Context: an optimization exercise on an open-source flow, tuned for small area, a short achievable clock period and few clock cycles. The choices shown serve that exercise and are no tape-out recipe. In this exercise RTL edits were held to simulation tests only and were not proved equivalent to the original. Power and IR drop assume default switching activity.

==> flow/design.v <==
`timescale 1ns/1ps
module ar_arbiter (
    input  logic       axi_clk,
    input  logic       reset,
    input  logic [2:0] req,          
    input  logic       s_arready,
    output logic [2:0] gnt_q         
);
    logic [2:0] cand, gnt;
    logic       done;
    assign done = s_arready && (gnt_q != '0);
    assign cand = done ? (req & ~gnt_q) : req;
    always_comb begin
        case (1'b1)
            gnt_q[0]: gnt = cand[1] ? 3'b010 : cand[2] ? 3'b100 : 3'b000;
            gnt_q[1]: gnt = cand[2] ? 3'b100 : cand[0] ? 3'b001 : 3'b000;
            gnt_q[2]: gnt = cand[0] ? 3'b001 : cand[1] ? 3'b010 : 3'b000;
            default:  gnt = cand[0] ? 3'b001 : cand[1] ? 3'b010 : cand[2] ? 3'b100 : 3'b000;
        endcase
    end
    always_ff @(posedge axi_clk) begin
        if (reset)
            gnt_q <= '0;
        else if (gnt_q == '0 || done)
            gnt_q <= gnt;
    end
endmodule
`timescale 1ns/1ps
module r_return_arbiter (
    input  logic       axi_clk,
    input  logic       reset,
    input  logic [2:0] hit,          
    input  logic [2:0] free,         
    input  logic       m_rvalid,
    input  logic       m_rready,
    input  logic       m_rlast,
    output logic [2:0] sel_q         
);
    logic       inb_q;               
    logic       keep;
    logic [2:0] cand, c, pick;
    assign keep = m_rvalid ? !(m_rready && m_rlast) : inb_q;
    assign cand = hit & ~(sel_q & {3{m_rvalid && m_rready}});
    assign c    = (cand != '0) ? cand : free;
    always_comb begin
        case (1'b1)
            sel_q[0]: pick = c[1] ? 3'b010 : c[2] ? 3'b100 : c[0] ? 3'b001 : 3'b000;
            sel_q[1]: pick = c[2] ? 3'b100 : c[0] ? 3'b001 : c[1] ? 3'b010 : 3'b000;
            default:  pick = c[0] ? 3'b001 : c[1] ? 3'b010 : c[2] ? 3'b100 : 3'b000;
        endcase
    end
    always_ff @(posedge axi_clk) begin
        if (reset) begin
            sel_q <= 3'b001;
            inb_q <= 1'b0;
        end else begin
            if (m_rvalid && m_rready)
                inb_q <= !m_rlast;
            if (!keep && pick != '0)
                sel_q <= pick;
        end
    end
endmodule
`timescale 1ns/1ps
module axi_xbar (
    input  logic        axi_clk,
    input  logic        reset,
    input  logic [11:0] m_ar_id,
    input  logic [95:0] m_ar_addr,
    input  logic [23:0] m_ar_len,
    input  logic [8:0]  m_ar_size,
    input  logic [5:0]  m_ar_burst,
    input  logic [2:0]  m_arvalid,
    output logic [2:0]  m_arready,
    output logic [11:0] m_r_id,
    output logic [95:0] m_r_data,
    output logic [5:0]  m_r_resp,
    output logic [2:0]  m_r_last,
    output logic [2:0]  m_rvalid,
    input  logic [2:0]  m_rready,
    output logic [17:0] s_ar_id,
    output logic [95:0] s_ar_addr,
    output logic [23:0] s_ar_len,
    output logic [8:0]  s_ar_size,
    output logic [5:0]  s_ar_burst,
    output logic [2:0]  s_arvalid,
    input  logic [2:0]  s_arready,
    input  logic [17:0] s_r_id,
    input  logic [95:0] s_r_data,
    input  logic [5:0]  s_r_resp,
    input  logic [2:0]  s_r_last,
    input  logic [2:0]  s_rvalid,
    output logic [2:0]  s_rready
);
    logic [2:0][2:0] ar_req;     
    logic [2:0][2:0] ar_gnt;     
    logic [2:0][2:0] r_hit;      
    logic [2:0][2:0] r_sel;      
    logic [2:0]      r_free;     
    logic [2:0]      mid_q;      
    always_comb begin
        for (int s = 0; s < 3; s++)
            for (int m = 0; m < 3; m++) begin
                ar_req[s][m] = m_arvalid[m] && (m_ar_addr[32*m + 28 +: 2] == 2'(s));
                r_hit[m][s]  = s_rvalid[s] && (s_r_id[6*s + 4 +: 2] == 2'(m));
            end
    end
    for (genvar s = 0; s < 3; s++) begin : g_slave
        ar_arbiter u_arb (
            .axi_clk   (axi_clk),
            .reset     (reset),
            .req       (ar_req[s]),
            .s_arready (s_arready[s]),
            .gnt_q     (ar_gnt[s])
        );
        assign s_arvalid[s] = |ar_gnt[s];
        always_comb begin
            s_ar_id[6*s +: 6]     = '0;
            s_ar_addr[32*s +: 32] = '0;
            s_ar_len[8*s +: 8]    = '0;
            s_ar_size[3*s +: 3]   = '0;
            s_ar_burst[2*s +: 2]  = '0;
            for (int m = 0; m < 3; m++) begin
                if (ar_gnt[s][m]) begin
                    s_ar_id[6*s +: 6]     = s_ar_id[6*s +: 6]     | {2'(m), m_ar_id[4*m +: 4]};
                    s_ar_addr[32*s +: 32] = s_ar_addr[32*s +: 32] | m_ar_addr[32*m +: 32];
                    s_ar_len[8*s +: 8]    = s_ar_len[8*s +: 8]    | m_ar_len[8*m +: 8];
                    s_ar_size[3*s +: 3]   = s_ar_size[3*s +: 3]   | m_ar_size[3*m +: 3];
                    s_ar_burst[2*s +: 2]  = s_ar_burst[2*s +: 2]  | m_ar_burst[2*m +: 2];
                end
            end
        end
    end
    always_comb begin
        for (int m = 0; m < 3; m++) begin
            m_arready[m] = 1'b0;
            for (int s = 0; s < 3; s++)
                m_arready[m] = m_arready[m] | (ar_gnt[s][m] && s_arready[s]);
        end
    end
    always_ff @(posedge axi_clk) begin
        for (int s = 0; s < 3; s++)
            if (reset)
                mid_q[s] <= 1'b0;
            else if (s_rvalid[s] && s_rready[s])
                mid_q[s] <= !s_r_last[s];
    end
    assign r_free = (s_rvalid & s_rready & s_r_last);
    for (genvar m = 0; m < 3; m++) begin : g_master
        r_return_arbiter u_arb (
            .axi_clk  (axi_clk),
            .reset    (reset),
            .hit      (r_hit[m]),
            .free     (r_free),
            .m_rvalid (m_rvalid[m]),
            .m_rready (m_rready[m]),
            .m_rlast  (m_r_last[m]),
            .sel_q    (r_sel[m])
        );
        assign m_rvalid[m] = |(r_sel[m] & r_hit[m]);
        always_comb begin
            m_r_id[4*m +: 4]     = '0;
            m_r_data[32*m +: 32] = '0;
            m_r_resp[2*m +: 2]   = '0;
            m_r_last[m]          = 1'b0;
            for (int s = 0; s < 3; s++) begin
                if (r_sel[m][s]) begin
                    m_r_id[4*m +: 4]     = m_r_id[4*m +: 4]     | s_r_id[6*s +: 4];
                    m_r_data[32*m +: 32] = m_r_data[32*m +: 32] | s_r_data[32*s +: 32];
                    m_r_resp[2*m +: 2]   = m_r_resp[2*m +: 2]   | s_r_resp[2*s +: 2];
                    m_r_last[m]          = m_r_last[m]          | s_r_last[s];
                end
            end
        end
    end
    always_comb begin
        for (int s = 0; s < 3; s++) begin
            s_rready[s] = 1'b0;
            for (int m = 0; m < 3; m++)
                if (s_r_id[6*s + 4 +: 2] == 2'(m))
                    s_rready[s] = r_sel[m][s] && m_rready[m];
        end
    end
endmodule
==> flow/flow/run.sh <==
#!/bin/bash
cp standard.sh standard_sh_copy.log
export BUFFER_PORTS_ARGS="-buffer_cell sky130_fd_sc_hd__buf_1"
export PRE_IO_PLACEMENT_TCL=$PWD/flow/io.tcl
bash standard.sh > standard.log 2>&1
==> flow/flow/io.tcl <==
set_io_pin_constraint -region top:* -group -order -pin_names {m_ar_id[0] m_ar_id[4] m_ar_id[8] s_ar_id[0] s_ar_id[6] s_ar_id[12] m_ar_id[1] m_ar_id[5] m_ar_id[9] s_ar_id[1] s_ar_id[7] s_ar_id[13] m_ar_id[2] m_ar_id[6] m_ar_id[10] s_ar_id[2] s_ar_id[8] s_ar_id[14] m_ar_id[3] m_ar_id[7] m_ar_id[11] s_ar_id[3] s_ar_id[9] s_ar_id[15] m_ar_addr[0] m_ar_addr[32] m_ar_addr[64] s_ar_addr[0] s_ar_addr[32] s_ar_addr[64] m_ar_addr[1] m_ar_addr[33] m_ar_addr[65] s_ar_addr[1] s_ar_addr[33] s_ar_addr[65] m_ar_addr[2] m_ar_addr[34] m_ar_addr[66] s_ar_addr[2] s_ar_addr[34] s_ar_addr[66] m_ar_addr[3] m_ar_addr[35] m_ar_addr[67] s_ar_addr[3] s_ar_addr[35] s_ar_addr[67] m_ar_addr[4] m_ar_addr[36] m_ar_addr[68] s_ar_addr[4] s_ar_addr[36] s_ar_addr[68] m_ar_addr[5] m_ar_addr[37] m_ar_addr[69] s_ar_addr[5] s_ar_addr[37] s_ar_addr[69] m_ar_addr[6] m_ar_addr[38] m_ar_addr[70] s_ar_addr[6] s_ar_addr[38] s_ar_addr[70] m_ar_addr[7] m_ar_addr[39] m_ar_addr[71] s_ar_addr[7] s_ar_addr[39] s_ar_addr[71] m_ar_addr[8] m_ar_addr[40] m_ar_addr[72] s_ar_addr[8] s_ar_addr[40] s_ar_addr[72] m_ar_addr[9] m_ar_addr[41] m_ar_addr[73] s_ar_addr[9] s_ar_addr[41] s_ar_addr[73] m_ar_addr[10] m_ar_addr[42] m_ar_addr[74] s_ar_addr[10] s_ar_addr[42] s_ar_addr[74] m_ar_addr[11] m_ar_addr[43] m_ar_addr[75] s_ar_addr[11] s_ar_addr[43] s_ar_addr[75] m_ar_addr[12] m_ar_addr[44] m_ar_addr[76] s_ar_addr[12] s_ar_addr[44] s_ar_addr[76] m_ar_addr[13] m_ar_addr[45] m_ar_addr[77] s_ar_addr[13] s_ar_addr[45] s_ar_addr[77] m_ar_addr[14] m_ar_addr[46] m_ar_addr[78] s_ar_addr[14] s_ar_addr[46] s_ar_addr[78] m_ar_addr[15] m_ar_addr[47] m_ar_addr[79] s_ar_addr[15] s_ar_addr[47] s_ar_addr[79] m_ar_addr[16] m_ar_addr[48] m_ar_addr[80] s_ar_addr[16] s_ar_addr[48] s_ar_addr[80] m_ar_addr[17] m_ar_addr[49] m_ar_addr[81] s_ar_addr[17] s_ar_addr[49] s_ar_addr[81] m_ar_addr[18] m_ar_addr[50] m_ar_addr[82] s_ar_addr[18] s_ar_addr[50] s_ar_addr[82] m_ar_addr[19] m_ar_addr[51] m_ar_addr[83] s_ar_addr[19] s_ar_addr[51] s_ar_addr[83] m_ar_addr[20] m_ar_addr[52] m_ar_addr[84] s_ar_addr[20] s_ar_addr[52] s_ar_addr[84] m_ar_addr[21] m_ar_addr[53] m_ar_addr[85] s_ar_addr[21] s_ar_addr[53] s_ar_addr[85] m_ar_addr[22] m_ar_addr[54] m_ar_addr[86] s_ar_addr[22] s_ar_addr[54] s_ar_addr[86] m_ar_addr[23] m_ar_addr[55] m_ar_addr[87] s_ar_addr[23] s_ar_addr[55] s_ar_addr[87] m_ar_addr[24] m_ar_addr[56] m_ar_addr[88] s_ar_addr[24] s_ar_addr[56] s_ar_addr[88]}
set_io_pin_constraint -region right:* -group -order -pin_names {m_ar_addr[25] m_ar_addr[57] m_ar_addr[89] s_ar_addr[25] s_ar_addr[57] s_ar_addr[89] m_ar_addr[26] m_ar_addr[58] m_ar_addr[90] s_ar_addr[26] s_ar_addr[58] s_ar_addr[90] m_ar_addr[27] m_ar_addr[59] m_ar_addr[91] s_ar_addr[27] s_ar_addr[59] s_ar_addr[91] m_ar_addr[28] m_ar_addr[60] m_ar_addr[92] s_ar_addr[28] s_ar_addr[60] s_ar_addr[92] m_ar_addr[29] m_ar_addr[61] m_ar_addr[93] s_ar_addr[29] s_ar_addr[61] s_ar_addr[93] m_ar_addr[30] m_ar_addr[62] m_ar_addr[94] s_ar_addr[30] s_ar_addr[62] s_ar_addr[94] m_ar_addr[31] m_ar_addr[63] m_ar_addr[95] s_ar_addr[31] s_ar_addr[63] s_ar_addr[95] m_ar_len[0] m_ar_len[8] m_ar_len[16] s_ar_len[0] s_ar_len[8] s_ar_len[16] m_ar_len[1] m_ar_len[9] m_ar_len[17] s_ar_len[1] s_ar_len[9] s_ar_len[17] m_ar_len[2] m_ar_len[10] m_ar_len[18] s_ar_len[2] s_ar_len[10] s_ar_len[18] m_ar_len[3] m_ar_len[11] m_ar_len[19] s_ar_len[3] s_ar_len[11] s_ar_len[19] m_ar_len[4] m_ar_len[12] m_ar_len[20] s_ar_len[4] s_ar_len[12] s_ar_len[20] m_ar_len[5] m_ar_len[13] m_ar_len[21] s_ar_len[5] s_ar_len[13] s_ar_len[21] m_ar_len[6] m_ar_len[14] m_ar_len[22] s_ar_len[6] s_ar_len[14] s_ar_len[22] m_ar_len[7] m_ar_len[15] m_ar_len[23] s_ar_len[7] s_ar_len[15] s_ar_len[23] m_ar_size[0] m_ar_size[3] m_ar_size[6] s_ar_size[0] s_ar_size[3] s_ar_size[6] m_ar_size[1] m_ar_size[4] m_ar_size[7] s_ar_size[1] s_ar_size[4] s_ar_size[7] m_ar_size[2] m_ar_size[5] m_ar_size[8] s_ar_size[2] s_ar_size[5] s_ar_size[8] m_ar_burst[0] m_ar_burst[2] m_ar_burst[4] s_ar_burst[0] s_ar_burst[2] s_ar_burst[4] m_ar_burst[1] m_ar_burst[3] m_ar_burst[5] s_ar_burst[1] s_ar_burst[3] s_ar_burst[5] s_ar_id[4] s_ar_id[5] s_ar_id[10] s_ar_id[11] s_ar_id[16] s_ar_id[17]}
set_io_pin_constraint -region bottom:* -group -order -pin_names {s_r_id[0] s_r_id[6] s_r_id[12] m_r_id[0] m_r_id[4] m_r_id[8] s_r_id[1] s_r_id[7] s_r_id[13] m_r_id[1] m_r_id[5] m_r_id[9] s_r_id[2] s_r_id[8] s_r_id[14] m_r_id[2] m_r_id[6] m_r_id[10] s_r_id[3] s_r_id[9] s_r_id[15] m_r_id[3] m_r_id[7] m_r_id[11] s_r_data[0] s_r_data[32] s_r_data[64] m_r_data[0] m_r_data[32] m_r_data[64] s_r_data[1] s_r_data[33] s_r_data[65] m_r_data[1] m_r_data[33] m_r_data[65] s_r_data[2] s_r_data[34] s_r_data[66] m_r_data[2] m_r_data[34] m_r_data[66] s_r_data[3] s_r_data[35] s_r_data[67] m_r_data[3] m_r_data[35] m_r_data[67] s_r_data[4] s_r_data[36] s_r_data[68] m_r_data[4] m_r_data[36] m_r_data[68] s_r_data[5] s_r_data[37] s_r_data[69] m_r_data[5] m_r_data[37] m_r_data[69] s_r_data[6] s_r_data[38] s_r_data[70] m_r_data[6] m_r_data[38] m_r_data[70] s_r_data[7] s_r_data[39] s_r_data[71] m_r_data[7] m_r_data[39] m_r_data[71] s_r_data[8] s_r_data[40] s_r_data[72] m_r_data[8] m_r_data[40] m_r_data[72] s_r_data[9] s_r_data[41] s_r_data[73] m_r_data[9] m_r_data[41] m_r_data[73] s_r_data[10] s_r_data[42] s_r_data[74] m_r_data[10] m_r_data[42] m_r_data[74] s_r_data[11] s_r_data[43] s_r_data[75] m_r_data[11] m_r_data[43] m_r_data[75] s_r_data[12] s_r_data[44] s_r_data[76] m_r_data[12] m_r_data[44] m_r_data[76] s_r_data[13] s_r_data[45] s_r_data[77] m_r_data[13] m_r_data[45] m_r_data[77] s_r_data[14] s_r_data[46] s_r_data[78] m_r_data[14] m_r_data[46] m_r_data[78] s_r_data[15] s_r_data[47] s_r_data[79] m_r_data[15] m_r_data[47] m_r_data[79] s_r_data[16] s_r_data[48] s_r_data[80] m_r_data[16] m_r_data[48] m_r_data[80] s_r_data[17] s_r_data[49] s_r_data[81] m_r_data[17] m_r_data[49] m_r_data[81] s_r_data[18] s_r_data[50] s_r_data[82] m_r_data[18] m_r_data[50] m_r_data[82] s_r_data[19] s_r_data[51] s_r_data[83] m_r_data[19] m_r_data[51] m_r_data[83] s_r_data[20] s_r_data[52] s_r_data[84] m_r_data[20] m_r_data[52] m_r_data[84] s_r_data[21] s_r_data[53] s_r_data[85] m_r_data[21] m_r_data[53] m_r_data[85] s_r_data[22] s_r_data[54] s_r_data[86] m_r_data[22] m_r_data[54] m_r_data[86] s_r_data[23] s_r_data[55] s_r_data[87] m_r_data[23] m_r_data[55] m_r_data[87] s_r_data[24] s_r_data[56] s_r_data[88] m_r_data[24] m_r_data[56] m_r_data[88]}
set_io_pin_constraint -region left:* -group -order -pin_names {s_r_data[25] s_r_data[57] s_r_data[89] m_r_data[25] m_r_data[57] m_r_data[89] s_r_data[26] s_r_data[58] s_r_data[90] m_r_data[26] m_r_data[58] m_r_data[90] s_r_data[27] s_r_data[59] s_r_data[91] m_r_data[27] m_r_data[59] m_r_data[91] s_r_data[28] s_r_data[60] s_r_data[92] m_r_data[28] m_r_data[60] m_r_data[92] s_r_data[29] s_r_data[61] s_r_data[93] m_r_data[29] m_r_data[61] m_r_data[93] s_r_data[30] s_r_data[62] s_r_data[94] m_r_data[30] m_r_data[62] m_r_data[94] s_r_data[31] s_r_data[63] s_r_data[95] m_r_data[31] m_r_data[63] m_r_data[95] s_r_resp[0] s_r_resp[2] s_r_resp[4] m_r_resp[0] m_r_resp[2] m_r_resp[4] s_r_resp[1] s_r_resp[3] s_r_resp[5] m_r_resp[1] m_r_resp[3] m_r_resp[5] s_r_last[0] s_r_last[1] s_r_last[2] m_r_last[0] m_r_last[1] m_r_last[2] s_r_id[4] s_r_id[5] s_r_id[10] s_r_id[11] s_r_id[16] s_r_id[17] m_arvalid[0] m_arvalid[1] m_arvalid[2] m_arready[0] m_arready[1] m_arready[2] s_arvalid[0] s_arvalid[1] s_arvalid[2] s_arready[0] s_arready[1] s_arready[2] m_rvalid[0] m_rvalid[1] m_rvalid[2] m_rready[0] m_rready[1] m_rready[2] s_rvalid[0] s_rvalid[1] s_rvalid[2] s_rready[0] s_rready[1] s_rready[2] reset axi_clk}
==> flow/standard.sh <==
#!/bin/bash
# synth_recipe.tcl (not shown) runs the flow's synth.tcl, then flattens the netlist and writes it again
# the make line also repeats each setting of config.mk as NAME=value (left out here)
make -C /OpenROAD-flow-scripts/flow DESIGN_CONFIG=/design/flow/config.mk WORK_HOME=/design/flow/orfs CLKGATE_MAP_FILE= SYNTH_SCRIPT=/design/flow/synth_recipe.tcl "${@:-finish}"
==> flow/config.mk <==
export PLATFORM = sky130hd
export DESIGN_NAME = axi_xbar
export DESIGN_NICKNAME = axi_xbar
export VERILOG_FILES = /design/flow/design.v
export SDC_FILE = /design/flow/constraint.sdc
export NUM_CORES = 4
export LEC_CHECK = 0
export CAP_MARGIN = 20
export CORE_AREA = 3 3 197 197
export DIE_AREA = 0 0 200 200
export PLACE_DENSITY = 0.35
export SETUP_SLACK_MARGIN = 3.6
export SLEW_MARGIN = 20
==> flow/constraint.sdc <==
create_clock -name core_clock -period 7.5 [get_ports {axi_clk}]
set_input_delay 1.5000 -clock core_clock [delete_from_list [all_inputs] [get_ports {axi_clk}]]
set_output_delay 1.5000 -clock core_clock [all_outputs]
set_load 0.01 [all_outputs]
==> results of run 1 <==
cell usage in the layout, fill, tap and decap left out, drive strengths merged, types with 5 or more instances in the layout:
cell type / instances
clkbuf: 11
or3: 10
a222oi: 268
buf: 582
nor2: 17
inv: 279
nand4b: 14
nand2b: 7
nand2: 28
dfxtp: 21
a211oi: 5
nand3: 8
a31oi: 7
nand3b: 6
o21ai: 6
a21oi: 24
state kept, by name, indices dropped and copies added, names as in the netlist:
signal                count
g_slave.u_arb.gnt_q       9
g_master.u_arb.inb_q      3
g_master.u_arb.sel_q      9
path summary, 6_finish.rpt:
kind                               from                          to  slack [ns]  cells after the start
max                          s_r_id[10]                 m_rvalid[0]        3.64                      4
max reg2reg  g_master[1].u_arb.sel_q[2]  g_master[1].u_arb.sel_q[0]        4.53                      7
min             g_master[2].u_arb.inb_q     g_master[2].u_arb.inb_q        0.46                      2
min reg2reg     g_master[2].u_arb.inb_q     g_master[2].u_arb.inb_q        0.46                      2
synth_stat cells, drive strengths merged (3+ instances only):
cell,count
a31oi,7
and3b,3
or3,10
nor2,17
a22o,3
a21oi,24
nand4bb,3
nor3,4
and2,3
o21ai,6
a222oi,268
nand2,28
a2111oi,3
nor3b,3
clkbuf,76
buf,42
dfxtp,21
nand4b,14
nand3b,6
nand2b,7
nand3,8
inv,279
a211oi,5
o32ai,3
area by class of cell:
class                      count  area (µm²)  share of cell area (%)
antenna                        1        2.50                  0.0295
timing repair buffer         589        2320                    27.3
multi-input combinational    463        3980                    46.8
clock buffer                   4        78.8                   0.928
sequential                    21         434                    5.11
tap                          504         631                    7.42
inverter                     279        1050                    12.3
what timing repair did:
item,4_1_cts,5_1_grt
buffers inserted,3,2
hold buffers,0,0
gates resized for setup,13,9
setup endpoints to repair,11,8
pin swaps,6,5
report_power, final:
part           internal (µW)  switching [µW]
sequential               119            21.9
combinational            238             410
clock                   72.9            50.9
total                    429             483
critical path: cells and delay by family:
kind | cells | cell delay, ns
compound gates | 1 | 0.23
simple gates | 1 | 0.30
buf+inv | 2 | 0.34
metal layers:
layer,vias up,global-route usage (%),wire length [µm]
met1,4965,19.9,14100
met2,620,31.1,19800
met5,-,0,0
li1,4502,-,-
met3,48,1.86,2980
met4,0,3.49,641
through the flow:
stage | instances | worst slack (ns) | cell area [µm²] | power [µW] | hold slack (ns)
2_1_floorplan | 881 | 3.78 | 5930 | 499 | 0.432
3_3_place_gp | 1851 | 3.45 | 8330 | 788 | 0.456
3_5_place_dp | 1851 | 3.41 | 8330 | 785 | 0.448
4_1_cts | 1858 | 3.58 | 8460 | 915 | 0.458
5_1_grt | 1860 | 3.56 | 8490 | 989 | 0.493
6_report | 1861 | 3.64 | 8490 | 912 | 0.455
logic make-up after synthesis:
| family | after synthesis | share of synthesized area [%] |
|---|---|---|
| flops | 21 | 7.09 |
| simple gates | 115 | 11.5 |
| buf+inv | 397 | 26.2 |
| mux | 2 | 0.443 |
| compound gates | 346 | 54.7 |
==> results by group, run 1 <==
Clock tree
  • TritonCTS clock tree: built
  • CTS root buf: clkbuf_16
  • Total CTS buffers: 3
  • CTS Sinks: 21
  • H-tree depth: 1
  • Clock transition at path regs: 0.07 ns
  • Skew-Pair Late Insertion Delay: 0.26 ns
  • Max Root-Sink Buffers: 2

Drt
  • Mean number of vias per cell: 5.45
  • DRC: 0
  • Post-route ant nets: 0
  • Final WL: 37.6 mm
  • 1st-iter DRT viols: 1766
  • WL/cell: 20.2 µm
  • Via Count: 10135
  • Detailed-router iteration count before antenna repair: 14

Yosys
  • Most used DFF post-synth: dfxtp_1
  • Sequential area share after synthesis: 7.09%
  • Ys async rst share: 0%
  • Area leader, netlist: a222oi_1
  • Post-synth cell types: 61
  • Ranking of synthesized cells by area: a222oi_1, inv_1, dfxtp_1
  • Post-synth EDFFs: 0
  • Top-area cell type share of the netlist area: 45.3%
  • Mapped Area: 0.00593 mm²
  • Avg Inst Size Synth: 6.73 µm²
  • Post-synthesis cell count: 881
  • Synth warn: 3
  • Syn nets: 1165
  • #FFs+latches synth: 21

Setup path
  • Crit path cell chain: clkbuf_2 > nor4bb_1 > a211o_1 > buf_1
  • Max incr delay on CP: 0.30 ns
  • Critical Path Fanout Max: 9
  • Worst EP required: 6.00 ns
  • Worst setup path category: in -> out
  • WP data arrival: 2.36 ns
  • Crit path launch type: primary input
  • Critical path capture point type: output pin
  • Crit-path slowest cell: nor4bb_1

Floorplan
  • I/O pins: 566
  • Num rows: 70
  • DIE AREA: 0.0400 mm²
  • Chip width: 200 µm
  • Starting Density: 16.1%
  • Die height: 200 µm
  • Core area: 0.0369 mm²

STA
  • Final min period: 3.86 ns
  • Final Hold Viols: 0
  • # setup viols final: 0
  • Final Cycle Share: 51.5%
  • Slew headroom: 50.2%
  • Slew Limit Fails: 0
  • RSZ-0062 raised after global routing: true
  • Transition time of the tightest slew-check pin: 0.745 ns
  • Final Skew: 0.00544 ns
  • Max frequency: 259 MHz
  • Setup TNS Final: 0 ns

Run
  • Maxcap violations: 0

Pwr
  • Leakage: 0.00398 µW
  • Power per cell area: 107 mW/mm²
  • Worst vdd ir: 0.0716 mV

Final layout
  • Finished Core Util: 23.0%
  • Area delta synth->final: 43.3%
  • Share of cells above drive strength 1: 4.87%
  • FILL cells: 4298
  • # nets final: 1641

Placement
  • Port Buffers: 565
  • Gp weighted congestion: 0.823
  • Post-DP HPWL: 27.7 mm

Global routing
  • Vias in the first global route: 9513
  • Gr usage total: 16.4%
  • First-pass GRT wire length: 53.0 mm
  • Initial antenna violation count: 0
  • Grt ovf: 0
  • Largest net degree at the start of global routing: 58

Status
  • Status: no timing/DRC/antenna violations

Hold path
  • Hold Path Class: reg -> reg
Testbench counts, summed over its fixed seeds: cycles 14,277.
==> run 2: changes to the inputs <==
--- a/flow/flow/run.sh
+++ b/flow/flow/run.sh
@@ -4,2 +4,2 @@
 export PRE_IO_PLACEMENT_TCL=$PWD/flow/io.tcl
-bash standard.sh > standard.log 2>&1
+bash standard.sh 'IO_PLACER_V=met2 met4' finish > standard.log 2>&1
==> flow/flow/io.tcl (replaced) <==
set_io_pin_constraint -region top:* -group -order -pin_names {m_ar_id[0] m_ar_id[4] m_ar_id[8] s_ar_id[0] s_ar_id[6] s_ar_id[12] m_ar_id[1] m_ar_id[5] m_ar_id[9] s_ar_id[1] s_ar_id[7] s_ar_id[13] m_ar_id[2] m_ar_id[6] m_ar_id[10] s_ar_id[2] s_ar_id[8] s_ar_id[14] m_ar_id[3] m_ar_id[7] m_ar_id[11] s_ar_id[3] s_ar_id[9] s_ar_id[15] m_ar_addr[0] m_ar_addr[32] m_ar_addr[64] s_ar_addr[0] s_ar_addr[32] s_ar_addr[64] m_ar_addr[1] m_ar_addr[33] m_ar_addr[65] s_ar_addr[1] s_ar_addr[33] s_ar_addr[65] m_ar_addr[2] m_ar_addr[34] m_ar_addr[66] s_ar_addr[2] s_ar_addr[34] s_ar_addr[66] m_ar_addr[3] m_ar_addr[35] m_ar_addr[67] s_ar_addr[3] s_ar_addr[35] s_ar_addr[67] m_ar_addr[4] m_ar_addr[36] m_ar_addr[68] s_ar_addr[4] s_ar_addr[36] s_ar_addr[68] m_ar_addr[5] m_ar_addr[37] m_ar_addr[69] s_ar_addr[5] s_ar_addr[37] s_ar_addr[69] m_ar_addr[6] m_ar_addr[38] m_ar_addr[70] s_ar_addr[6] s_ar_addr[38] s_ar_addr[70] m_ar_addr[7] m_ar_addr[39] m_ar_addr[71] s_ar_addr[7] s_ar_addr[39] s_ar_addr[71] m_ar_addr[8] m_ar_addr[40] m_ar_addr[72] s_ar_addr[8] s_ar_addr[40] s_ar_addr[72] m_ar_addr[9] m_ar_addr[41] m_ar_addr[73] s_ar_addr[9] s_ar_addr[41] s_ar_addr[73] m_ar_addr[10] m_ar_addr[42] m_ar_addr[74] s_ar_addr[10] s_ar_addr[42] s_ar_addr[74] m_ar_addr[11] m_ar_addr[43] m_ar_addr[75] s_ar_addr[11] s_ar_addr[43] s_ar_addr[75] m_ar_addr[12] m_ar_addr[44] m_ar_addr[76] s_ar_addr[12] s_ar_addr[44] s_ar_addr[76] m_ar_addr[13] m_ar_addr[45] m_ar_addr[77] s_ar_addr[13] s_ar_addr[45] s_ar_addr[77] m_ar_addr[14] m_ar_addr[46] m_ar_addr[78] s_ar_addr[14] s_ar_addr[46] s_ar_addr[78] m_ar_addr[15] m_ar_addr[47] m_ar_addr[79] s_ar_addr[15] s_ar_addr[47] s_ar_addr[79] m_ar_addr[16] m_ar_addr[48] m_ar_addr[80] s_ar_addr[16] s_ar_addr[48] s_ar_addr[80] m_ar_addr[17] m_ar_addr[49] m_ar_addr[81] s_ar_addr[17] s_ar_addr[49] s_ar_addr[81] m_ar_addr[18] m_ar_addr[50] m_ar_addr[82] s_ar_addr[18] s_ar_addr[50] s_ar_addr[82] m_ar_addr[19] m_ar_addr[51] m_ar_addr[83] s_ar_addr[19] s_ar_addr[51] s_ar_addr[83] m_ar_addr[20] m_ar_addr[52] m_ar_addr[84] s_ar_addr[20] s_ar_addr[52] s_ar_addr[84] m_ar_addr[21] m_ar_addr[53] m_ar_addr[85] s_ar_addr[21] s_ar_addr[53] s_ar_addr[85] m_ar_addr[22] m_ar_addr[54] m_ar_addr[86] s_ar_addr[22] s_ar_addr[54] s_ar_addr[86] m_ar_addr[23] m_ar_addr[55] m_ar_addr[87] s_ar_addr[23] s_ar_addr[55] s_ar_addr[87] m_ar_addr[24] m_ar_addr[56] m_ar_addr[88] s_ar_addr[24] s_ar_addr[56] s_ar_addr[88] m_ar_addr[25] m_ar_addr[57] m_ar_addr[89] s_ar_addr[25] s_ar_addr[57] s_ar_addr[89] m_ar_addr[26] m_ar_addr[58] m_ar_addr[90] s_ar_addr[26] s_ar_addr[58] s_ar_addr[90] m_ar_addr[27] m_ar_addr[59] m_ar_addr[91] s_ar_addr[27] s_ar_addr[59] s_ar_addr[91] m_ar_addr[28] m_ar_addr[60] m_ar_addr[92] s_ar_addr[28] s_ar_addr[60] s_ar_addr[92] m_ar_addr[29] m_ar_addr[61] m_ar_addr[93] s_ar_addr[29] s_ar_addr[61] s_ar_addr[93] m_ar_addr[30] m_ar_addr[62] m_ar_addr[94] s_ar_addr[30] s_ar_addr[62] s_ar_addr[94]}
set_io_pin_constraint -region right:* -group -order -pin_names {m_ar_addr[31] m_ar_addr[63] m_ar_addr[95] s_ar_addr[31] s_ar_addr[63] s_ar_addr[95] m_ar_len[0] m_ar_len[8] m_ar_len[16] s_ar_len[0] s_ar_len[8] s_ar_len[16] m_ar_len[1] m_ar_len[9] m_ar_len[17] s_ar_len[1] s_ar_len[9] s_ar_len[17] m_ar_len[2] m_ar_len[10] m_ar_len[18] s_ar_len[2] s_ar_len[10] s_ar_len[18] m_ar_len[3] m_ar_len[11] m_ar_len[19] s_ar_len[3] s_ar_len[11] s_ar_len[19] m_ar_len[4] m_ar_len[12] m_ar_len[20] s_ar_len[4] s_ar_len[12] s_ar_len[20] m_ar_len[5] m_ar_len[13] m_ar_len[21] s_ar_len[5] s_ar_len[13] s_ar_len[21] m_ar_len[6] m_ar_len[14] m_ar_len[22] s_ar_len[6] s_ar_len[14] s_ar_len[22] m_ar_len[7] m_ar_len[15] m_ar_len[23] s_ar_len[7] s_ar_len[15] s_ar_len[23] m_ar_size[0] m_ar_size[3] m_ar_size[6] s_ar_size[0] s_ar_size[3] s_ar_size[6] m_ar_size[1] m_ar_size[4] m_ar_size[7] s_ar_size[1] s_ar_size[4] s_ar_size[7] m_ar_size[2] m_ar_size[5] m_ar_size[8] s_ar_size[2] s_ar_size[5] s_ar_size[8] m_ar_burst[0] m_ar_burst[2] m_ar_burst[4] s_ar_burst[0] s_ar_burst[2] s_ar_burst[4] m_ar_burst[1] m_ar_burst[3] m_ar_burst[5] s_ar_burst[1] s_ar_burst[3] s_ar_burst[5] s_ar_id[4] s_ar_id[5] s_ar_id[10] s_ar_id[11] s_ar_id[16] s_ar_id[17]}
set_io_pin_constraint -region bottom:* -group -order -pin_names {s_r_id[0] s_r_id[6] s_r_id[12] m_r_id[0] m_r_id[4] m_r_id[8] s_r_id[1] s_r_id[7] s_r_id[13] m_r_id[1] m_r_id[5] m_r_id[9] s_r_id[2] s_r_id[8] s_r_id[14] m_r_id[2] m_r_id[6] m_r_id[10] s_r_id[3] s_r_id[9] s_r_id[15] m_r_id[3] m_r_id[7] m_r_id[11] s_r_data[0] s_r_data[32] s_r_data[64] m_r_data[0] m_r_data[32] m_r_data[64] s_r_data[1] s_r_data[33] s_r_data[65] m_r_data[1] m_r_data[33] m_r_data[65] s_r_data[2] s_r_data[34] s_r_data[66] m_r_data[2] m_r_data[34] m_r_data[66] s_r_data[3] s_r_data[35] s_r_data[67] m_r_data[3] m_r_data[35] m_r_data[67] s_r_data[4] s_r_data[36] s_r_data[68] m_r_data[4] m_r_data[36] m_r_data[68] s_r_data[5] s_r_data[37] s_r_data[69] m_r_data[5] m_r_data[37] m_r_data[69] s_r_data[6] s_r_data[38] s_r_data[70] m_r_data[6] m_r_data[38] m_r_data[70] s_r_data[7] s_r_data[39] s_r_data[71] m_r_data[7] m_r_data[39] m_r_data[71] s_r_data[8] s_r_data[40] s_r_data[72] m_r_data[8] m_r_data[40] m_r_data[72] s_r_data[9] s_r_data[41] s_r_data[73] m_r_data[9] m_r_data[41] m_r_data[73] s_r_data[10] s_r_data[42] s_r_data[74] m_r_data[10] m_r_data[42] m_r_data[74] s_r_data[11] s_r_data[43] s_r_data[75] m_r_data[11] m_r_data[43] m_r_data[75] s_r_data[12] s_r_data[44] s_r_data[76] m_r_data[12] m_r_data[44] m_r_data[76] s_r_data[13] s_r_data[45] s_r_data[77] m_r_data[13] m_r_data[45] m_r_data[77] s_r_data[14] s_r_data[46] s_r_data[78] m_r_data[14] m_r_data[46] m_r_data[78] s_r_data[15] s_r_data[47] s_r_data[79] m_r_data[15] m_r_data[47] m_r_data[79] s_r_data[16] s_r_data[48] s_r_data[80] m_r_data[16] m_r_data[48] m_r_data[80] s_r_data[17] s_r_data[49] s_r_data[81] m_r_data[17] m_r_data[49] m_r_data[81] s_r_data[18] s_r_data[50] s_r_data[82] m_r_data[18] m_r_data[50] m_r_data[82] s_r_data[19] s_r_data[51] s_r_data[83] m_r_data[19] m_r_data[51] m_r_data[83] s_r_data[20] s_r_data[52] s_r_data[84] m_r_data[20] m_r_data[52] m_r_data[84] s_r_data[21] s_r_data[53] s_r_data[85] m_r_data[21] m_r_data[53] m_r_data[85] s_r_data[22] s_r_data[54] s_r_data[86] m_r_data[22] m_r_data[54] m_r_data[86] s_r_data[23] s_r_data[55] s_r_data[87] m_r_data[23] m_r_data[55] m_r_data[87] s_r_data[24] s_r_data[56] s_r_data[88] m_r_data[24] m_r_data[56] m_r_data[88] s_r_data[25] s_r_data[57] s_r_data[89] m_r_data[25] m_r_data[57] m_r_data[89] s_r_data[26] s_r_data[58] s_r_data[90] m_r_data[26] m_r_data[58] m_r_data[90] s_r_data[27] s_r_data[59] s_r_data[91] m_r_data[27] m_r_data[59] m_r_data[91] s_r_data[28] s_r_data[60] s_r_data[92] m_r_data[28] m_r_data[60] m_r_data[92] s_r_data[29] s_r_data[61] s_r_data[93] m_r_data[29] m_r_data[61] m_r_data[93] s_r_data[30] s_r_data[62] s_r_data[94] m_r_data[30] m_r_data[62] m_r_data[94]}
set_io_pin_constraint -region left:* -group -order -pin_names {s_r_data[31] s_r_data[63] s_r_data[95] m_r_data[31] m_r_data[63] m_r_data[95] s_r_resp[0] s_r_resp[2] s_r_resp[4] m_r_resp[0] m_r_resp[2] m_r_resp[4] s_r_resp[1] s_r_resp[3] s_r_resp[5] m_r_resp[1] m_r_resp[3] m_r_resp[5] s_r_last[0] s_r_last[1] s_r_last[2] m_r_last[0] m_r_last[1] m_r_last[2] s_r_id[4] s_r_id[5] s_r_id[10] s_r_id[11] s_r_id[16] s_r_id[17] m_arvalid[0] m_arvalid[1] m_arvalid[2] m_arready[0] m_arready[1] m_arready[2] s_arvalid[0] s_arvalid[1] s_arvalid[2] s_arready[0] s_arready[1] s_arready[2] m_rvalid[0] m_rvalid[1] m_rvalid[2] m_rready[0] m_rready[1] m_rready[2] s_rvalid[0] s_rvalid[1] s_rvalid[2] s_rready[0] s_rready[1] s_rready[2] reset axi_clk}
--- a/flow/config.mk
+++ b/flow/config.mk
@@ -7,6 +7,7 @@
 export LEC_CHECK = 0
+export ABC_AREA = 1
 export CAP_MARGIN = 20
-export CORE_AREA = 3 3 197 197
-export DIE_AREA = 0 0 200 200
-export PLACE_DENSITY = 0.35
+export CORE_AREA = 3 3 147 147
+export DIE_AREA = 0 0 150 150
+export PLACE_DENSITY = 0.6
 export SETUP_SLACK_MARGIN = 3.6
==> run 2 against run 1 <==
Against the previous run: first-iteration DRC count shrank 53%; largest cell class unchanged; count of clock-buffer cells in the layout did not move; critical path depth did not move; combinational power up 12%; still clean on timing, DRC and antenna; clock skew is 0.0030 ns lower.
==> results by group, run 2 <==
Final layout
  • FF/Latch Area: 435 µm²
  • Most frequent cells in the layout: buf_1, o21ai_0, a22oi_1
  • Area delta synth->final: 37.6%
  • Post-route insts no fill: 1775
  • Largest regs: g_master.u_arb.sel_q: 9 flops, g_slave.u_arb.gnt_q: 9 flops, g_master.u_arb.inb_q: 3 flops
  • Multi-input logic area: 0.00447 mm²
  • FILL cells: 2269
  • Commonest non-fill, non-tap cell in the layout: buf_1
  • Share of cells above drive strength 1: 3.66%
  • Final instance area: 0.00808 mm²
  • # nets final: 1786

Pwr
  • Gate power share: 72.7%
  • Switching pwr: 559 µW
  • Internal power: 436 µW
  • Worst vdd ir: 0.0767 mV
  • Net Sw Frac: 56.2%
  • Leakage: 0.00295 µW
  • Seq pwr share: 15.3%
  • Power per cell area: 123 mW/mm²
  • Tot Pwr: 996 µW
  • Clock share of power: 12.0%

Run
  • Maxcap violations: 0

Clock tree
  • Post-cts sizing count: 3
  • Skew-Pair Late Insertion Delay: 0.26 ns
  • Total CTS buffers: 3
  • CTS Sinks: 21
  • CTS root buf: clkbuf_16
  • TritonCTS clock tree: built
  • Max Root-Sink Buffers: 2
  • Hold-fix buffers at CTS: 0
  • H-tree depth: 1
  • Clock transition at path regs: 0.06 ns
  • Postcts setup bufs: 0

Setup path
  • Reg2Reg Setup Slack: 5.36 ns
  • Max incr delay on CP: 0.30 ns
  • Buf/Inv on CP: 2
  • Crit path cell chain: buf_1 > nand2_1 > nand3_1 > buf_1
  • WP data arrival: 2.29 ns
  • Critical path capture point type: output pin
  • Crit path launch type: primary input
  • Crit-path slowest cell: buf_1
  • R2R cell count: 10
  • Critical Path Fanout Max: 4
  • Worst EP required: 6.00 ns
  • Setup crit start: s_arready[0]
  • CP most frequent cell: buf_1
  • Worst setup path category: in -> out
  • Crit path depth: 4
  • Worst r2r src: g_master[1].u_arb.sel_q[1]
  • RR Endpoint: g_master[1].u_arb.sel_q[1]
  • CP top delay family: buffers and inverters

Placement
  • Place WS: 3.53 ns
  • Port Buffers: 565
  • Placed cell area: 0.00798 mm²
  • Placed Cells: 1767
  • Gp weighted congestion: 0.945
  • Post-DP HPWL: 23.9 mm

Yosys
  • Most frequent cells after synthesis: o21ai_0, a22oi_1, inv_1
  • #FFs+latches synth: 21
  • Area leader, netlist: a22oi_1
  • Avg Inst Size Synth: 5.74 µm²
  • Post-synth cell types: 35
  • Syn nets: 1308
  • Ranking of synthesized cells by area: a22oi_1, o21ai_0, inv_1
  • Top-area cell type share of the netlist area: 33.3%
  • Sequential area share after synthesis: 7.16%
  • Post-synth EDFFs: 0
  • Ys async rst share: 0%
  • Synth warn: 3
  • Most used DFF post-synth: dfxtp_1
  • Post-synthesis cell count: 1024
  • Count leader, synth: o21ai_0
  • Mapped Area: 0.00588 mm²

Global routing
  • First-pass GRT wire length: 46.2 mm
  • Met2 GRT Util: 41.4%
  • Grt ovf: 0
  • Initial antenna violation count: 5
  • Global route hottest layer: met2
  • Largest net degree at the start of global routing: 56
  • Gr usage total: 24.7%
  • Vias in the first global route: 9027
  • Met3 GRT Util: 6.60%
  • Grt met1 use: 28.4%

Floorplan
  • I/O pins: 566
  • Chip width: 150 µm
  • Core area: 0.0203 mm²
  • Starting Density: 28.9%
  • Num rows: 52
  • DIE AREA: 0.0225 mm²
  • Die height: 150 µm

STA
  • Final min period: 3.79 ns
  • Slew Limit Fails: 0
  • Transition time of the tightest slew-check pin: 1.16 ns
  • Setup TNS Final: 0 ns
  • Slew headroom: 22.4%
  • Final Cycle Share: 50.5%
  • Final Hold Viols: 0
  • Setup ws final: 3.71 ns
  • # setup viols final: 0
  • Final Skew: 0.00249 ns
  • Max frequency: 264 MHz
  • RSZ-0062 raised after global routing: false

Drt
  • WL/cell: 18.0 µm
  • Final WL: 32.0 mm
  • Post-route ant nets: 0
  • DRC: 0
  • Detailed-router iteration count before antenna repair: 5
  • 1st-iter DRT viols: 822
  • Mean number of vias per cell: 5.80
  • Via Count: 10298

Hold path
  • Hold Path Class: reg -> reg
  • Worst Hold Path Cells: 2
  • Hold wc startpoint: g_master[0].u_arb.inb_q
  • Hold endpoint: g_master[0].u_arb.inb_q

Status
  • Status: no timing/DRC/antenna violations
==> run 2: power by group through the flow <==
stage	clock network [µW]	registers, µW	logic [µW]
4_1_cts	122	151	718
3_5_place_dp	0	154	716
5_1_grt	127	154	793
3_3_place_gp	0	154	711
6_report	120	152	724
2_1_floorplan	0	127	441
==> run 2: layer usage <==
layer	wire length [µm]	share of wire, %
met3	2710	8.5
met2	14800	46
met1	11900	37
met5	19	0.059
met4	2590	8.1
==> run 2: metrics by stage <==
step | hold WS [ns] | util (%)
floorplan | 0.439 | -
global route | 0.499 | 39.8
global placement | 0.456 | 39.3
finish | 0.496 | 39.8
CTS | 0.497 | 39.7
detailed placement | 0.476 | 39.3
==> run 2: cell type report <==
type	count	share of cell area, %
Tap cell	270	4.18
Clock buffer	4	0.975
Multi-Input combinational cell	759	55.2
Inverter	137	6.36
Timing Repair Buffer	580	27.7
Sequential cell	21	5.39
Antenna cell	4	0.124
==> run 2: worst min-delay path: stages, from the launching register on <==
cell	delay, ns
dfxtp_1	0.32
nand2_1	0.06
a21oi_1	0.06
==> run 2: worst max-delay path by stage <==
stage                         to  slack [ns]
floorplan            s_rready[1]        3.97
detailed placement   s_rready[0]        3.53
finish              m_arready[1]        3.71
global route         m_rvalid[2]        3.63
CTS                  s_rready[0]        3.58
global placement     s_rready[0]        3.51
==> run 2: cell families (layout without fill, tap and decap cells) <==
| logic type | after synthesis | after routing | share of synthesized area (%) |
|---|---|---|---|
| compound gates | 576 | 576 | 61.4 |
| buf+inv | 244 | 721 | 16.9 |
| simple gates | 183 | 183 | 14.5 |
| flops | 21 | 21 | 7.15 |
| other cells | 0 | 4 | 0 |
==> run 3: changes to the inputs <==
--- a/flow/config.mk
+++ b/flow/config.mk
@@ -12,3 +12,3 @@
 export PLACE_DENSITY = 0.6
-export SETUP_SLACK_MARGIN = 3.6
+export SETUP_SLACK_MARGIN = 3.8
 export SLEW_MARGIN = 20
==> run 3 against run 2 <==
Against the previous run: register-to-register slack about the same; via count is essentially flat; synthesized area is the same; cell area increased by 1.9%; sequential power barely moved; critical path type unchanged; fmax up 2.1%; count of clock-buffer cells in the layout unchanged; clock power barely moved; total power increased by 1.5%; critical endpoint is now m_rvalid[1]; sequential share of layout area decreased by 0.10 points; critical path depth rose by 3; utilization rose by 0.76 points.
==> results by group, run 3 <==
Hold path
  • Hold Path Class: reg -> reg

Floorplan
  • Core area: 0.0203 mm²
  • Die height: 150 µm
  • DIE AREA: 0.0225 mm²
  • I/O pins: 566
  • Starting Density: 28.9%
  • Chip width: 150 µm
  • Num rows: 52

Yosys
  • Post-synth cell types: 35
  • Sequential area share after synthesis: 7.16%
  • #FFs+latches synth: 21
  • Avg Inst Size Synth: 5.74 µm²
  • Ys async rst share: 0%
  • Post-synth EDFFs: 0
  • Most used DFF post-synth: dfxtp_1
  • Area leader, netlist: a22oi_1
  • Top-area cell type share of the netlist area: 33.3%
  • Most frequent cells after synthesis: o21ai_0, a22oi_1, inv_1
  • Mapped Area: 0.00588 mm²
  • Synth warn: 3
  • Post-synthesis cell count: 1024
  • Count leader, synth: o21ai_0
  • Syn nets: 1308
  • Ranking of synthesized cells by area: a22oi_1, o21ai_0, inv_1

Drt
  • Via Count: 10291
  • Post-route ant nets: 0
  • DRC: 0
  • 1st-iter DRT viols: 890
  • Mean number of vias per cell: 5.78
  • Detailed-router iteration count before antenna repair: 6
  • WL/cell: 18.0 µm
  • Final WL: 32.1 mm

Global routing
  • Largest net degree at the start of global routing: 56
  • Vias in the first global route: 9044
  • Gr usage total: 24.7%
  • Initial antenna violation count: 5
  • Grt ovf: 0
  • First-pass GRT wire length: 46.2 mm

Clock tree
  • H-tree depth: 1
  • CTS root buf: clkbuf_16
  • CTS Sinks: 21
  • Clock transition at path regs: 0.06 ns
  • TritonCTS clock tree: built
  • Hold-fix buffers at CTS: 0
  • Skew-Pair Late Insertion Delay: 0.26 ns
  • Total CTS buffers: 3
  • Max Root-Sink Buffers: 2

Placement
  • Post-DP HPWL: 23.9 mm
  • Gp weighted congestion: 0.945
  • Port Buffers: 565

Setup path
  • WP data arrival: 2.21 ns
  • Worst setup path category: in -> out
  • Reg2Reg Setup Slack: 5.35 ns
  • Critical Path Fanout Max: 5
  • Critical path capture point type: output pin
  • Crit path launch type: primary input
  • Worst EP required: 6.00 ns

Final layout
  • Share of cells above drive strength 1: 6.50%
  • Area delta synth->final: 40.2%
  • # nets final: 1792
  • Largest regs: g_master.u_arb.sel_q: 9 flops, g_slave.u_arb.gnt_q: 9 flops, g_master.u_arb.inb_q: 3 flops
  • Commonest non-fill, non-tap cell in the layout: buf_1
  • FILL cells: 2252
  • Multi-input logic area: 0.00450 mm²
  • Most frequent cells in the layout: buf_1, o21ai_0, a22oi_1
  • FF/Latch Area: 435 µm²

STA
  • Slew Limit Fails: 0
  • Worst hold margin: 0.493 ns
  • Final Cycle Share: 49.5%
  • # setup viols final: 0
  • Final Skew: 0.00210 ns
  • Final min period: 3.71 ns
  • Final Hold Viols: 0
  • Transition time of the tightest slew-check pin: 1.15 ns
  • RSZ-0062 raised after global routing: true
  • Setup TNS Final: 0 ns
  • Slew headroom: 23.3%
  • Max frequency: 269 MHz

Status
  • Status: no timing/DRC/antenna violations

Pwr
  • Power per cell area: 123 mW/mm²
  • Worst vdd ir: 0.0769 mV
  • Leakage: 0.00307 µW

Run
  • Maxcap violations: 0
-- run 3: cell count changes in the layout (fill, tap and decap cells not counted), moves of 5 or more --
cell | previous run | this run
nand2_2 | 3 | 8
buf_1 | 559 | 535
nand2_1 | 78 | 73
buf_4 | 15 | 24
buf_2 | 2 | 9
clkbuf_2 | 4 | 13
buf_6 | 0 | 5
-- run 3: final cells by class --
cell class | count | area share, %
Multi-Input combinational cell | 759 | 54.6
Timing Repair Buffer | 586 | 28.6
Inverter | 137 | 6.30
Sequential cell | 21 | 5.29
Tap cell | 270 | 4.10
Clock buffer | 4 | 0.957
Antenna cell | 4 | 0.122
-- run 3: critical path, cell delays in order --
cell	delay [ns]
clkbuf_2	0.11
inv_4	0.09
nand2_2	0.07
nor2_4	0.10
nand2_1	0.08
nand3_2	0.14
buf_6	0.12
-- run 3: layer usage --
| layer | vias to the layer above | global-route usage, % | part of all wire [%] |
|---|---|---|---|
| met5 | - | 0 | 0.059 |
| met4 | 4 | 14.1 | 7.8 |
| met3 | 172 | 6.60 | 9.9 |
| met2 | 644 | 41.5 | 47 |
| met1 | 4706 | 28.3 | 35 |
| li1 | 4765 | - | - |
-- run 3: cells by family (layout without fill, tap and decap cells) --
group                  after synthesis  in the layout  synth area share, %
AO/OA/AOI/OAI                      576            576                 61.4
buffers and inverters              244            727                 16.9
flip-flops                          21             21                 7.15
other                                0              4                    0
AND/OR/NAND/NOR                    183            183                 14.5
-- run 3: power by group --
| group | internal [µW] | total (µW) | leakage [µW] | switching, µW |
|---|---|---|---|---|
| combinational | 253 | 739 | 0.00286 | 485 |
| sequential | 120 | 152 | 0.000175 | 31.2 |
| clock | 72.7 | 120 | 0.0000382 | 47.1 |
| total | 446 | 1010 | 0.00307 | 564 |
-- run 3: final timing paths --
path / start / end / depth (start not counted)
setup / recovery: s_r_id[5] / m_rvalid[1] / 7
hold reg to reg: g_master[0].u_arb.inb_q / g_master[0].u_arb.inb_q / 2
setup reg to reg: g_master[1].u_arb.sel_q[1] / g_master[1].u_arb.sel_q[1] / 10
hold / removal: g_master[0].u_arb.inb_q / g_master[0].u_arb.inb_q / 2
-- run 3: what timing repair did --
item	in CTS	in global routing
endpoints found under the setup margin	8	16
buffers inserted	1	5
pin swaps	2	10
cloned	0	0
gates resized for setup	17	50
-- run 3: through the flow --
step           power [µW]  worst slack, ns  util (%)  cells  cell area (µm²)
6_report             1010             3.79      40.6   1781             8240
5_1_grt              1090             3.74      40.5   1777             8230
4_1_cts               993             3.75      39.8   1772             8090
3_5_place_dp          870             3.53      39.3   1767             7980
3_3_place_gp          865             3.51      39.3   1767             7980
2_1_floorplan         568             3.97         -   1024             5880
==> run 4: changes to the inputs <==
--- a/flow/config.mk
+++ b/flow/config.mk
@@ -12,3 +12,3 @@
 export PLACE_DENSITY = 0.6
-export SETUP_SLACK_MARGIN = 3.8
+export SETUP_SLACK_MARGIN = 3.4
 export SLEW_MARGIN = 20
==> run 4 against run 3 <==
Against the previous run: critical path depth shrank 1; setup slack got worse by 0.24 ns; sequential power about the same; clock power hardly changed; non-clock buffer count shrank 6; fmax shrank 6.0%; global-route usage unchanged; total power shrank 1.6%; count of clock-buffer cells in the layout unchanged; synthesized area stayed put; flip-flop and latch count stayed put; critical path type unchanged; highest routed layer unchanged.
==> results by group, run 4 <==
Yosys
  • Post-synthesis cell count: 1024
  • Avg Inst Size Synth: 5.74 µm²
  • #FFs+latches synth: 21
  • Synth warn: 3
  • Area leader, netlist: a22oi_1
  • Most used DFF post-synth: dfxtp_1
  • Ys async rst share: 0%
  • Ranking of synthesized cells by area: a22oi_1, o21ai_0, inv_1
  • Syn nets: 1308
  • Mapped Area: 0.00588 mm²
  • Most frequent cells after synthesis: o21ai_0, a22oi_1, inv_1
  • Post-synth EDFFs: 0
  • Count leader, synth: o21ai_0
  • Sequential area share after synthesis: 7.16%
  • Post-synth cell types: 35
  • Top-area cell type share of the netlist area: 33.3%

Global routing
  • Met3 GRT Util: 6.60%
  • Grt met1 use: 28.4%
  • Met2 GRT Util: 41.4%
  • Grt ovf: 0
  • Gr usage total: 24.7%
  • First-pass GRT wire length: 46.2 mm
  • Largest net degree at the start of global routing: 56
  • Vias in the first global route: 9027
  • Global route hottest layer: met2
  • Initial antenna violation count: 5

STA
  • Setup ws final: 3.55 ns
  • RSZ-0062 raised after global routing: false
  • Max frequency: 253 MHz
  • # setup viols final: 0
  • Slew headroom: 23.5%
  • Final Skew: 0.00375 ns
  • Transition time of the tightest slew-check pin: 1.15 ns
  • Setup TNS Final: 0 ns
  • Final Hold Viols: 0
  • Final min period: 3.95 ns
  • Final Cycle Share: 52.7%
  • Slew Limit Fails: 0

Run
  • Maxcap violations: 0

Placement
  • Place WS: 3.53 ns
  • Placed Cells: 1767
  • Post-DP HPWL: 23.9 mm
  • Placed cell area: 0.00798 mm²
  • Port Buffers: 565
  • Gp weighted congestion: 0.945

Final layout
  • # nets final: 1786
  • Final instance area: 0.00807 mm²
  • FF/Latch Area: 435 µm²
  • FILL cells: 2267
  • Post-route insts no fill: 1775
  • Share of cells above drive strength 1: 3.20%
  • Largest regs: g_master.u_arb.sel_q: 9 flops, g_slave.u_arb.gnt_q: 9 flops, g_master.u_arb.inb_q: 3 flops
  • Most frequent cells in the layout: buf_1, o21ai_0, a22oi_1
  • Area delta synth->final: 37.4%
  • Commonest non-fill, non-tap cell in the layout: buf_1
  • Multi-input logic area: 0.00446 mm²

Clock tree
  • CTS root buf: clkbuf_16
  • Post-cts sizing count: 0
  • Clock transition at path regs: 0.06 ns
  • CTS Sinks: 21
  • Max Root-Sink Buffers: 2
  • Postcts setup bufs: 0
  • Hold-fix buffers at CTS: 0
  • Skew-Pair Late Insertion Delay: 0.26 ns
  • H-tree depth: 1
  • Total CTS buffers: 3
  • TritonCTS clock tree: built

Drt
  • Mean number of vias per cell: 5.75
  • Post-route ant nets: 0
  • WL/cell: 18.0 µm
  • 1st-iter DRT viols: 850
  • Detailed-router iteration count before antenna repair: 6
  • Via Count: 10202
  • Final WL: 31.9 mm
  • DRC: 0

Floorplan
  • Chip width: 150 µm
  • Core area: 0.0203 mm²
  • I/O pins: 566
  • DIE AREA: 0.0225 mm²
  • Die height: 150 µm
  • Starting Density: 28.9%
  • Num rows: 52

Pwr
  • Worst vdd ir: 0.0768 mV
  • Leakage: 0.00293 µW
  • Power per cell area: 123 mW/mm²
  • Tot Pwr: 994 µW

Setup path
  • Max incr delay on CP: 0.30 ns
  • Buf/Inv on CP: 3
  • Critical path capture point type: output pin
  • Crit-path slowest cell: buf_1
  • Critical Path Fanout Max: 8
  • Worst EP required: 6.00 ns
  • Worst setup path category: in -> out
  • WP data arrival: 2.45 ns
  • CP top delay family: buffers and inverters
  • Crit path cell chain: buf_1 > nand2_1 > inv_1 > nand2_1 > a21boi_0 > buf_1
  • Crit path launch type: primary input

Status
  • Status: no timing/DRC/antenna violations

Hold path
  • Hold Path Class: reg -> reg
==> run 4: final cells by class <==
cell class	count	share of cell area (%)
clock buffers	4	0.976
well taps	270	4.18
flip-flops and latches	21	5.39
diodes	4	0.124
multi-input cells	759	55.3
repair buffers	580	27.7
inverters	137	6.37
==> run 4: stage by stage <==
stage	util, %	hold slack, ns
after global routing	39.7	0.500
after floorplan	-	0.439
final	39.8	0.498
after CTS	39.7	0.497
after detailed placement	39.3	0.476
after global placement	39.3	0.456
==> run 4: layer usage <==
layer	vias up	share of wire (%)
met5	-	0.060
met4	4	8.0
met3	171	8.7
met2	607	47
met1	4665	37
li1	4755	-
==> run 4: kinds of logic after synthesis <==
logic type / Yosys count / share of synthesized area [%]
and+or+nand+nor: 183 / 14.5
AOI/OAI and AO/OA: 576 / 61.4
buffers and inverters: 244 / 16.9
DFF: 21 / 7.15
==> run 4: final timing paths <==
path,startpoint,endpoint,slack (ns),cells after the start
worst max register to register,g_master[1].u_arb.sel_q[1],g_master[1].u_arb.sel_q[1],5.36,10
worst min-delay path,g_master[1].u_arb.inb_q,g_master[1].u_arb.inb_q,0.50,2
worst min register to register,g_master[1].u_arb.inb_q,g_master[1].u_arb.inb_q,0.50,2
worst max-delay path,m_rready[1],s_rready[0],3.55,6
==> run 4: report_power, final <==
group | internal (µW) | leakage [µW] | switching [µW]
sequential | 120 | 0.000175 | 31.3
clock | 72.7 | 0.0000382 | 46.4
combinational | 242 | 0.00272 | 480
total | 436 | 0.00293 | 558
==> run 4: tightest hold or removal path, delay by kind of cell, from the launching register on <==
kind / cells / cell delay, ns
flip-flops: 1 / 0.33
AND/OR/NAND/NOR: 1 / 0.08
AO/OA/AOI/OAI: 1 / 0.05

-- afterwards: timing with drivers on the ports --
In the flow no input, the clock included, has a driving cell. The finished layouts below were timed again as built, in two steps.
Step 1 (the two cells are an assumption about what drives the block):
set clk [get_ports {axi_clk}]
set_driving_cell -lib_cell sky130_fd_sc_hd__clkbuf_16 $clk
set_driving_cell -lib_cell sky130_fd_sc_hd__buf_2 [delete_from_list [all_inputs] $clk]
Step 2 moves the port delays by t, midway between the first and last clock arrival at a register: inputs arrive t later, outputs are due t later. That takes back most of the time a late clock gives input paths.
a / b / c = ideal / step 1 / step 2; a / b = the first two.
run	t (ns)	setup WS [ns]	worst hold slack (ns)	worst data-port slew with drivers (ns)	cell pins on the clock port's net
run 1	0.304	3.638 / 3.605 / 3.605	0.455 / 0.455 / 0.455	0.11	1
run 2	0.303	3.711 / 3.600 / 3.600	0.496 / 0.496 / 0.496	0.14	1
run 3	0.304	3.789 / 3.757 / 3.757	0.493 / 0.493 / 0.493	0.13	1
run 4	0.302	3.550 / 3.510 / 3.510	0.498 / 0.498 / 0.498	0.14	1
After both steps setup and hold are still met in every run listed. The setup slack of run 2, which loses most, moves by -0.111 ns with the drivers and by -0.111 ns with both steps.
